Context: an optimization exercise on an open-source flow, tuned for small area, a short achievable clock period and few clock cycles per item. The choices shown serve that exercise and are no tape-out recipe.
Function was checked by simulation only, so behaviour that the tests miss may differ from the original.
Power figures rest on the tool's default switching activity, not on a simulated workload.

Design dmme_top, start of the top module:
module dmme_top (
    input  logic  clk_in,
    input  logic  rst,
    input  logic  req,
    output logic  ack,
    input  dmme_data_pkg::elem_t a00,
    input  dmme_data_pkg::elem_t a01,
    input  dmme_data_pkg::elem_t a10,
    input  dmme_data_pkg::elem_t a11,
    input  dmme_data_pkg::elem_t b00,
    input  dmme_data_pkg::elem_t b01,
    input  dmme_data_pkg::elem_t b10,
    input  dmme_data_pkg::elem_t b11,
    output dmme_data_pkg::acc_t  c00,
    output dmme_data_pkg::acc_t  c01,
    output dmme_data_pkg::acc_t  c10,
    output dmme_data_pkg::acc_t  c11
);
    always_ff @(posedge clk_in or negedge rst) begin
        if (!rst) begin
            ack <= 1'b0;
        end else begin
            ack <= req;
        end
    end
    wire t00_n1, t00_n2;
    dmme_xnor u_t00_n1 (.a(~(a00[0] & b00[6])), .b(~(a00[1] & b00[5])), .y(t00_n1));
    dmme_or u_t00_n2 (.a(~(a00[0] & b00[6])), .b(~(a00[1] & b00[5])), .y(t00_n2));
    wire t00_n3, t00_n4;
  ...
Size: ~1,500 cells after synthesis, ~0.015 sq mm of cells after synthesis.
==> flow/config.mk <==
export PLATFORM = sky130hd
export DESIGN_NAME = dmme_top
export DESIGN_NICKNAME = dmme_top
export VERILOG_FILES = /design/flow/design.v
export SDC_FILE = /design/flow/constraint.sdc
export NUM_CORES = 4
export LEC_CHECK = 0
export CAP_MARGIN = 20
export CORE_MARGIN = 2
export CORE_UTILIZATION = 60
export PLACE_DENSITY = 0.75
export SETUP_SLACK_MARGIN = 2.8
export SLEW_MARGIN = 20
export SYNTH_HIERARCHICAL = 1
export SYNTH_MINIMUM_KEEP_SIZE = 0
export TNS_END_PERCENT = 20
==> flow/constraint.sdc <==
create_clock -name core_clock -period 7.0 [get_ports {clk_in}]
set_input_delay 1.4000 -clock core_clock [delete_from_list [all_inputs] [get_ports {clk_in}]]
set_output_delay 1.4000 -clock core_clock [all_outputs]
set_load 0.01 [all_outputs]
standard.sh (not shown) runs the stock make flow with config.mk's settings and CLKGATE_MAP_FILE= SYNTH_SCRIPT=/design/flow/synth_recipe.tcl, a recipe that flattens the netlist after the stock synthesis.
==> flow/flow/run.sh <==
#!/bin/bash
# The standard layout (standard.sh), with two changes to how it is made:
#  - the resizer may swap a cell for one of another footprint
#    (MATCH_CELL_FOOTPRINT=0; the platform default keeps same-footprint swaps)
#  - the ports are buffered with plain buffers (buf_2) instead of the delay
#    cells buffer_ports picks by default
# If the routed layout then has an antenna violation, the layout is made
# again with the default port buffers.
set -u
try() {
  local tag=$1; shift
  rm -rf orfs out/final.def
  bash standard.sh "$@" finish > "standard_$tag.log" 2>&1
  [ -f out/final.def ] || return 1
  printf 'read_db orfs/results/sky130hd/dmme_top/base/6_final.odb\ncheck_antennas\n' > "ant_$tag.tcl"
  openroad -no_init -exit "ant_$tag.tcl" > "ant_$tag.log" 2>&1
  ! grep -q "Found [1-9][0-9]* net violations" "ant_$tag.log"
}
try buf MATCH_CELL_FOOTPRINT=0 "BUFFER_PORTS_ARGS=-buffer_cell sky130_fd_sc_hd__buf_2" ||
  try std MATCH_CELL_FOOTPRINT=0
Testbench counts at the start, summed over its fixed seeds: cycles 3,200, jobs 1,600.
Rerun with:
TNS_END_PERCENT = 0   (was 20)
Synthesized area stays the same.
Synthesized cell count is unchanged.
Wire length drops by 0.34%.
Via count hardly moves.
Design area drops by 0.94%.
Sequential power barely changes.
Worst setup slack is worse by 0.055 ns.
Cell count is unchanged.
Die area is unchanged.
Rerun with:
TNS_END_PERCENT = unset   (was 0)
Result:
- The new run completed without violations
- synthesized cell count does not change
- global-route usage rises by 0.62 points
- count of clock-buffer cells in the layout rises by 1
- non-clock buffer count does not change
- wire length rises by 2.2%
- final cell count is unchanged
- worst setup slack improved by 0.056 ns
- design area rises by 2.0%
- sequential share of layout area falls by 0.27 points
- via count rises by 0.57%
- clock power falls by 7.5%
Rerun with:
SETUP_SLACK_MARGIN = 2.9   (was 2.8)
TNS_END_PERCENT = 20   (was unset)
After rerunning:
- combinational power climbs by about 1%
- final area grows by 1.3%
- power climbs by 1.3%
- wire length went up by 4.4%
Rerun with:
SETUP_SLACK_MARGIN = 2.8   (was 2.9)
TNS_END_PERCENT = 10   (was 20)
Total power goes down by about 2.8%; cell count goes down by about 1%; wire length came out lower by 3.1%; hold slack stays flat; clock-buffer cell count rises by 3; cell area went down by 3.6%; utilization decreases by 2.4 points; setup slack degrades by 0.10 ns; first-iteration DRC count grows by about 17%.
Rerun with:
SETUP_SLACK_MARGIN = 3.0   (was 2.8)
TNS_END_PERCENT = unset   (was 10)
Result:
- The changed run passed the timing, DRC and antenna checks
- sequential share of layout area goes down by 1.5 points
- power grows by 7.0%
- routed wire length increases by about 11%
- via count grows by 4.8%
- first-iteration DRC count came out higher by about 30%
- critical path depth is higher by 1
- die area does not change
- cell area went up by about 13%

== run A ==
dmme_top, a different RTL version from the one above (not shown whole).
Size in the first run: roughly 1700 cells after synthesis, ~130 flip-flops, about 140 I/O pins, ~17000 um^2 of cells after synthesis.
Design dmme_top, start of the top module:
module dmme_top (
    input  logic  clk_in,
    input  logic  rst,
    input  logic  req,
    output logic  ack,
    input  dmme_data_pkg::elem_t a00,
    input  dmme_data_pkg::elem_t a01,
    input  dmme_data_pkg::elem_t a10,
    input  dmme_data_pkg::elem_t a11,
    input  dmme_data_pkg::elem_t b00,
    input  dmme_data_pkg::elem_t b01,
    input  dmme_data_pkg::elem_t b10,
    input  dmme_data_pkg::elem_t b11,
    output dmme_data_pkg::acc_t  c00,
    output dmme_data_pkg::acc_t  c01,
    output dmme_data_pkg::acc_t  c10,
    output dmme_data_pkg::acc_t  c11
);
Settings: LEC_CHECK=0, CAP_MARGIN=20, CORE_MARGIN=2, CORE_UTILIZATION=40, PLACE_DENSITY=0.6, SETUP_SLACK_MARGIN=2.8, SLEW_MARGIN=20, SYNTH_HIERARCHICAL=1, SYNTH_MINIMUM_KEEP_SIZE=0; clock period 7.0 ns.
Scripts as last shown in full above: flow/flow/run.sh
Run A: PASS, flow complete, no timing, DRC or antenna violations
Testbench counts of run A, summed over its fixed seeds: cycles 3,200, jobs 1,600.
> inputs changed (run A -> run B)
==> flow/flow/run.sh <==
#!/bin/bash
# The standard layout, with the resizer free to change a cell's footprint
# (the platform default restricts it to same-footprint swaps, which keeps the
# port buffers as delay cells).
bash standard.sh MATCH_CELL_FOOTPRINT=0 finish > standard.log 2>&1
## What came out
- Run B was carried through to the last stage, and its layout satisfied the timing, DRC and antenna checks.
- Detailed placement HPWL of run B exceeds that of run A slightly.
- Looking at multi-input gate share of total cell area across run A and run B, the one that comes out lower is run B.
- Per the comparison of run B with run A, routed wire length picked up an extra about 1.5%; smallest setup slack after layout decreased 0.11 ns.
- Run B vs run A: ratio of cells with drive above 1 in the final layout down
- Comparing run A and run B, the lower total power of the final layout was measured on run A.
- Between run A and run B, the difference in total placed cells including tap cells is negligible.
- Run B reports its end of the critical path as t00_lo4_q while run A reports c10[16].
Changes in run C relative to run B:
-- flow/config.mk --
<<< run B, line 11
export PLACE_DENSITY = 0.6
export SETUP_SLACK_MARGIN = 2.8
export SLEW_MARGIN = 20
>>> run C, line 11
export PLACE_DENSITY = 0.6
export SETUP_SLACK_MARGIN = 3.0
export SLEW_MARGIN = 20
### Flow results
Relative to run B, the total power of run C is higher by 0.00076 W. met1 layer usage reported by global route for run C: 1.0 points down relative to run B. Run C packs its core more tightly than run B. Reported net switching power delta for run C relative to run B: 4.9% higher. Run C against run B: via count went up; fraction of met2 tracks used by global routing went up.

## re-timing with driven ports
The results above use ideal ports. As a check the final layouts listed here were re-extracted and re-timed, cells and wires unchanged.
Step 1, drivers: a clkbuf_16 drives clk_in and a buf_2 each remaining input, both assumed.
Step 2 times the ports against the registers' clock, not the clock port: input delays grow and output delays shrink by t, the midpoint of the rising clock arrivals with the driver on.
Slacks: ideal ports / drivers / drivers and shift; pairs: ideal ports / drivers.
run | t, ns | setup slack, ns | cell pins on the clock port's net
the first run of note 1 | 0.408 | 2.821 / 2.827 / 2.419 | 1
the second run of note 1 | 0.409 | 2.766 / 2.769 / 2.360 | 1
the third run of note 1 | 0.412 | 2.822 / 2.848 / 2.436 | 1
the fourth run of note 1 | 0.408 | 2.859 / 2.872 / 2.464 | 1
the fifth run of note 1 | 0.407 | 2.756 / 2.747 / 2.339 | 1
the sixth run of note 1 | 0.413 | 2.893 / 2.820 / 2.407 | 1
run A | 0.487 | 2.937 / 2.887 / 2.487 | 1
run B | 0.494 | 2.825 / 2.841 / 2.346 | 1
run C | 0.493 | 2.943 / 2.889 / 2.528 | 1
After both steps setup and hold are still met in every run listed. For the sixth run of note 1, which loses most, drivers alone change the setup slack by -0.073 ns; drivers and shift together by -0.486 ns.
